What follows belongs to an exercise in optimizing a design on an open flow for small area, a short achievable clock period and few clock cycles; a production flow would make more cautious choices. Where RTL was checked, it was by simulation tests only, not by an equivalence proof against the original. Power figures rest on the tool's default switching activity, not on a simulated workload.

==> run a: inputs <==
## rope_sim_top
module rope_sim_top (
    input  logic                            clk,
    input  logic                            reset,
    input  logic                            cmd_valid,
    input  logic                            cmd_op,
    input  logic signed [31:0]              cmd_x,
    input  logic signed [31:0]              cmd_y,
    output logic                            cmd_credit,
    output logic                            out_valid,
    output logic [$clog2(8)-1:0]  out_node,
    output logic signed [31:0]              out_x,
    output logic signed [31:0]              out_y,
    output logic                            out_last,
    input  logic                            out_credit
);
    localparam logic [31:0] REST   = 32'sh000A_0000;
    localparam logic [31:0] GRAV   = 32'sh0000_4CCC;
    localparam logic [31:0] BASE_X = 32'sh00C8_0000;
    logic [2:0]  ph;         
    logic        act;        
    logic        pend;       
    logic [2:0]  nn;         
    logic        fresh;      
    logic        stp_r;      
    logic [2:0]  cc;         
    logic        v_l;        
    logic        l0;         
    logic        v_o;        
    logic        crd_o;      
    logic [2:0]  node_o;     
  ...
export LEC_CHECK = 0
export ABC_CLOCK_PERIOD_IN_PS = 4000
export CAP_MARGIN = 20
export CORE_MARGIN = 2
export CORE_UTILIZATION = 55
export SETUP_SLACK_MARGIN = 5
export SLEW_MARGIN = 20
create_clock -name core_clock -period 11.0 [get_ports {clk}]
run.sh (not shown) runs the stock make flow with config.mk's settings and CLKGATE_MAP_FILE= SYNTH_SCRIPT=/design/flow/synth_recipe.tcl, a recipe that flattens the netlist after the stock synthesis.
==> run b: changes against run a <==
--- a/flow/design.v
+++ b/flow/design.v
@@ -268,60 +268,69 @@
     output logic                            out_last,
     input  logic                            out_credit
 );
     localparam logic [31:0] REST   = 32'sh000A_0000;
     localparam logic [31:0] GRAV   = 32'sh0000_4CCC;
     localparam logic [31:0] BASE_X = 32'sh00C8_0000;
+    localparam int          W      = 21;
     logic [2:0]  ph;         
+    logic        fresh;      
     logic        act;        
     logic        pend;       
     logic [2:0]  nn;         
-    logic        fresh;      
     logic        stp_r;      
     logic [2:0]  cc;         
+    logic        p0, p1;     
     logic        v_l;        
     logic        l0;         
+    logic        l1;         
     logic        v_o;        
     logic        crd_o;      
     logic [2:0]  node_o;     
     logic        last_o;
     logic        issue;
     logic        done7;
     assign issue = act && (ph == nn) && (cc != 3'd0);
     assign done7 = issue && (nn == 3'd7);
     always_ff @(posedge clk) begin
         if (reset) begin
             ph     <= '0;
+            fresh  <= 1'b1;
             act    <= 1'b0;
             pend   <= 1'b0;
             nn     <= '0;
-            fresh  <= 1'b1;
             stp_r  <= 1'b0;
             cc     <= 3'(4);
+            p0     <= 1'b1;
+            p1     <= 1'b0;
             v_l    <= 1'b0;
             l0     <= 1'b0;
+            l1     <= 1'b0;
             v_o    <= 1'b0;
             crd_o  <= 1'b0;
             node_o <= '0;
             last_o <= 1'b0;
         end else begin
             ph     <= ph + 3'd1;
+            if (ph == 3'd6) begin
+                fresh <= 1'b0;
+            end
             stp_r  <= cmd_valid && !cmd_op;
             cc     <= cc - {2'b00, issue} + {2'b00, out_credit};
+            p0     <= (ph == 3'd7);
+            p1     <= (ph == 3'd0);
             v_l    <= issue;
             l0     <= issue && (nn == 3'd0);
+            l1     <= issue && (nn == 3'd1);
             v_o    <= v_l;
             node_o <= ph - 3'd1;
             last_o <= v_l && (ph == 3'd0);
             crd_o  <= (cmd_valid && cmd_op) || (issue && (nn == 3'd0));
             if (issue) begin
                 nn <= nn + 3'd1;
             end
-            if (done7) begin
-                fresh <= 1'b0;
-            end
             if (!act) begin
                 act <= stp_r;
             end else if (done7) begin
                 act  <= pend || stp_r;
                 pend <= 1'b0;
             end else if (stp_r) begin
@@ -337,133 +346,114 @@
             ay <= '0;
         end else if (cmd_valid && cmd_op) begin
             ax <= cmd_x;
             ay <= cmd_y;
         end
     end
-    localparam int W = 21;
     logic [W-1:0] rax [8];
     logic [W-1:0] rbx [8];
     logic [W-1:0] ray [8];
     logic [W-1:0] rby [8];
-    logic [W-1:0] axh, bxh, ayh, byh;   
+    logic [2:0]   ph_in;
     logic [W-1:0] x_init, y_init;
+    assign ph_in = reset ? 3'd0 : ph + 3'd1;
     always_comb begin
-        case (ph)
-            3'd0:    begin x_init = 21'(BASE_X >> 21); y_init = 21'(REST >> 21); end
-            3'd1:    begin x_init = BASE_X[20:0];      y_init = REST[20:0];      end
-            default: begin x_init = '0;                y_init = REST[20:0];      end
+        case (ph_in)
+            3'd0:    begin x_init = W'(BASE_X >> W); y_init = W'(REST >> W); end
+            3'd1:    begin x_init = BASE_X[W-1:0];   y_init = REST[W-1:0];   end
+            default: begin x_init = '0;              y_init = REST[W-1:0];   end
         endcase
     end
-    assign axh = fresh ? x_init : rax[0];
-    assign bxh = fresh ? x_init : rbx[0];
-    assign ayh = fresh ? y_init : ray[0];
-    assign byh = fresh ? y_init : rby[0];
-    logic p0, p1;            
-    always_ff @(posedge clk) begin
-        if (reset) begin
-            p0 <= 1'b1;
-            p1 <= 1'b0;
-        end else begin
-            p0 <= (ph == 3'd7);
-            p1 <= (ph == 3'd0);
-        end
-    end
     function automatic logic [31:0] widen(input logic q0, input logic q1, input logic [W-1:0] v);
         if (q0) begin
             widen = {v[10:0], 21'd0};
         end else if (q1) begin
             widen = {11'd0, v};
         end else begin
             widen = {{(32-W){v[W-1]}}, v};
         end
     endfunction
-    function automatic logic [31:0] add32(input logic [31:0] a, input logic [31:0] b,
-                                          input logic cin);
-        logic [31:0] p, g, pp, gg;
-        p  = a ^ b;
-        g  = a & b;
-        pp = p;
-        gg = g;
-        gg[0] = g[0] | (p[0] & cin);
-        for (int i = 1; i <= 5; i++) begin
-            for (int j = (1 << i) - 1; j < 32; j += (1 << i)) begin
-                gg[j] = gg[j] | (pp[j] & gg[j - (1 << (i-1))]);
-                pp[j] = pp[j] & pp[j - (1 << (i-1))];
-            end
-        end
-        for (int i = 5; i > 0; i--) begin
-            for (int j = (1 << i) + (1 << (i-1)) - 1; j < 32; j += (1 << i)) begin
-                gg[j] = gg[j] | (pp[j] & gg[j - (1 << (i-1))]);
-                pp[j] = pp[j] & pp[j - (1 << (i-1))];
-            end
-        end
-        add32 = p ^ {gg[30:0], cin};
-    endfunction
     function automatic logic [31:0] acc3(input logic [31:0] base, input logic [31:0] a2,
                                          input logic [31:0] nb);
         logic [31:0] s, c;
         s = base ^ a2 ^ nb;
         c = (base & a2) | (base & nb) | (a2 & nb);
-        acc3 = add32(s, {c[30:0], 1'b1}, 1'b0);
+        acc3 = s + {c[30:0], 1'b1};
     endfunction
     logic [31:0] nx, ny;
     always_ff @(posedge clk) begin
         if (issue) begin
-            nx <= acc3(p0 ? 32'd0 : nx, widen(p0, p1, axh) << 1, ~widen(p0, p1, bxh));
-            ny <= acc3(p0 ? GRAV  : ny, widen(p0, p1, ayh) << 1, ~widen(p0, p1, byh));
+            nx <= acc3(p0 ? 32'd0 : nx, widen(p0, p1, rax[0]) << 1, ~widen(p0, p1, rbx[0]));
+            ny <= acc3(p0 ? GRAV  : ny, widen(p0, p1, ray[0]) << 1, ~widen(p0, p1, rby[0]));
         end
     end
     logic [31:0] fx, fy;
-    logic        l1;        
-    function automatic logic [1:0] clamp_sel(input logic [31:0] d);
-        logic hi, lo;
-        hi = !d[31] && (|d[30:20] || (d[19] && (d[18] || (d[17] && |d[16:0]))));
-        lo =  d[31] && !(&d[30:20] && (d[19] || (d[18] && d[17])));
-        clamp_sel = {hi, lo};
+    function automatic logic sgn(input logic [31:0] n, input logic [31:0] f, input logic [31:0] k);
+        logic [31:0] s, c, t;
+        s = n ^ ~f ^ k;
+        c = (n & ~f) | (n & k) | (~f & k);
+        t = s + {c[30:0], 1'b1};
+        sgn = t[31];
+    endfunction
+    function automatic logic [1:0] clamp_sel(input logic [31:0] n, input logic [31:0] f);
+        logic s0, s1, s2;
+        s0 = sgn(n, f, 32'd0);
+        s1 = sgn(n, f, 32'd0 - REST - 32'd1);
+        s2 = sgn(n, f, REST);
+        clamp_sel = {!s0 && !s1, s0 && s2};
     endfunction
-    logic [1:0]  sx, sy;
-    logic [31:0] dx, dy;
-    logic [31:0] fx_n, fy_n;    
+    logic [1:0]   sx, sy;
+    logic [W-1:0] dx, dy;       
+    logic [31:0]  fx_n, fy_n;   
     logic [W-1:0] cx, cy;       
-    assign dx = add32(nx, ~fx, 1'b1);
-    assign dy = add32(ny, ~fy, 1'b1);
-    assign sx = clamp_sel(dx);
-    assign sy = clamp_sel(dy);
+    assign sx = clamp_sel(nx, fx);
+    assign sy = clamp_sel(ny, fy);
+    assign dx = nx[W-1:0] - fx[W-1:0];
+    assign dy = ny[W-1:0] - fy[W-1:0];
     always_comb begin
         fx_n = sx[1] ? fx + REST : (sx[0] ? fx - REST : nx);
         fy_n = sy[1] ? fy + REST : (sy[0] ? fy - REST : ny);
         if (l1) begin
-            cx = sx[1] ? (fx[W-1:0] + REST[W-1:0]) : (sx[0] ? (fx[W-1:0] - REST[W-1:0]) : nx[W-1:0]);
-            cy = sy[1] ? (fy[W-1:0] + REST[W-1:0]) : (sy[0] ? (fy[W-1:0] - REST[W-1:0]) : ny[W-1:0]);
+            cx = fx_n[W-1:0];
+            cy = fy_n[W-1:0];
         end else begin
-            cx = sx[1] ? REST[W-1:0] : (sx[0] ? W'(-REST) : dx[W-1:0]);
-            cy = sy[1] ? REST[W-1:0] : (sy[0] ? W'(-REST) : dy[W-1:0]);
+            cx = sx[1] ? REST[W-1:0] : (sx[0] ? W'(-REST) : dx);
+            cy = sy[1] ? REST[W-1:0] : (sy[0] ? W'(-REST) : dy);
         end
     end
     always_ff @(posedge clk) begin
-        l1 <= issue && (nn == 3'd1);
         if (v_l) begin
             if (l0) begin
                 fx <= ax;
                 fy <= ay;
             end else begin
                 fx <= fx_n;
                 fy <= fy_n;
             end
         end
     end
     always_ff @(posedge clk) begin
-        for (int k = 0; k < 7; k++) begin
+        for (int k = 1; k < 7; k++) begin
             rax[k] <= rax[k+1];
             ray[k] <= ray[k+1];
             rbx[k] <= rbx[k+1];
             rby[k] <= rby[k+1];
         end
-        rbx[7] <= issue ? axh : rbx[0];
-        rby[7] <= issue ? ayh : rby[0];
+        if (reset || fresh) begin
+            rax[0] <= x_init;
+            rbx[0] <= x_init;
+            ray[0] <= y_init;
+            rby[0] <= y_init;
+        end else begin
+            rax[0] <= rax[1];
+            rbx[0] <= rbx[1];
+            ray[0] <= ray[1];
+            rby[0] <= rby[1];
+        end
+        rbx[7] <= issue ? rax[0] : rbx[0];
+        rby[7] <= issue ? ray[0] : rby[0];
         rax[7] <= rax[0];
         ray[7] <= ray[0];
         if (v_l && !l0) begin
             rax[6] <= cx;
             ray[6] <= cy;
         end
==> flow/flow/run.sh (new file) <==
#!/bin/bash
set -euo pipefail
MARGIN=6.5
bash standard.sh synth > synth.log 2>&1
sed -e "s/SETUP_SLACK_MARGIN=[0-9.]*/SETUP_SLACK_MARGIN=${MARGIN}/" standard.sh > layout.sh
bash layout.sh finish > layout.log 2>&1
==> flow/standard.sh (new file) <==
#!/bin/bash
# synth_recipe.tcl (not shown) runs the flow's synth.tcl, then flattens the netlist and writes it again
# the make line also repeats each setting of config.mk as NAME=value (left out here)
make -C /OpenROAD-flow-scripts/flow DESIGN_CONFIG=/design/flow/config.mk WORK_HOME=/design/flow/orfs CLKGATE_MAP_FILE= SYNTH_SCRIPT=/design/flow/synth_recipe.tcl "${@:-finish}"
removed: flow/run.sh
==> notes.md <==
Synthesized net count: run a 3321; run b 4014
Result of the run: run a finished clean; run b finished clean
Total number of vias: run a 22000; run b 25700
Most repeated library cell on the critical path: run a sky130_fd_sc_hd__a31oi_1; run b sky130_fd_sc_hd__and3_1
Worst slew pin tran: run a 1.01 ns; run b 0.996 ns
Min-Delay Endpoint: run a rby[1][7]$_DFF_P_; run b ray[3][1]$_DFF_P_
Synthesis-to-layout area growth: run a 15.2%; run b 16.9%
Worst-path maximum fanout: run a 28; run b 10
Synthesized flop and latch total: run a 887; run b 888
Number of fillers in the final layout: run a 4725; run b 5363
Maximum number of pins on one net before global-route repair: run a 86; run b 114
Gates resized, CTS repair: run a 1; run b 65
Multi-input gate area in the final layout: run a 12900 um^2; run b 17600 um^2
Post-synthesis compound-gate area fraction: run a 10.9%; run b 10.7%
Worst R2R Setup Slack: run a 5.22 ns; run b 6.63 ns
Met1 demand-to-capacity share in global routing: run a 35.3%; run b 33.5%
Layout Utilization: run a 64.4%; run b 64.7%
Multi-input gate share of total cell area: run a 33.9%; run b 39.8%
Clock net power: run a 3.00 mW; run b 3.04 mW
Vias/cell: run a 5.56; run b 5.49
Seq pwr: run a 3.68 mW; run b 3.51 mW
Power density over the cells: run a 194 nW/um^2; run b 173 nW/um^2
Post-layout instance count excluding filler cells: run a 3960; run b 4674
Fin Hold WS: run a 0.311 ns; run b 0.302 ns
Cell variety after synth: run a 85; run b 92
Nonclk buf count: run a 164; run b 209
Data arrival time of the critical path: run a 6.15 ns; run b 4.86 ns
Testbench counts of run a, summed over its fixed seeds: cycles 13,040.
No functional check of the RTL was part of run b.

==> separate check: timing with driven ports <==
The flow's constraints put no driver on any port. The routed layouts listed below were extracted and timed again, unchanged, in two steps. Step 1 assumes that a clkbuf_16 drives the clock port and a buf_2 every other input. Step 2 times the ports against the registers' clock, not the clock port: input delays grow and output delays shrink by t, the midpoint of the rising clock arrivals with the driver on. Slacks: ideal / step 1 / step 2; pairs: ideal / step 1.
run	t, ns	setup slack, ns	hold WS [ns]	worst slew at a driven data input, ns	pins driven straight from the clock port
run a	0.686	5.223 / 5.223 / 5.223	0.311 / 0.311 / 0.311	0.11	1
run b	0.698	6.625 / 6.625 / 6.559	0.302 / 0.302 / 0.302	0.08	1
After both steps setup and hold are still met in every run listed. For run b, which loses most, drivers alone change the setup slack by 0.000 ns; drivers and shift together by -0.066 ns.
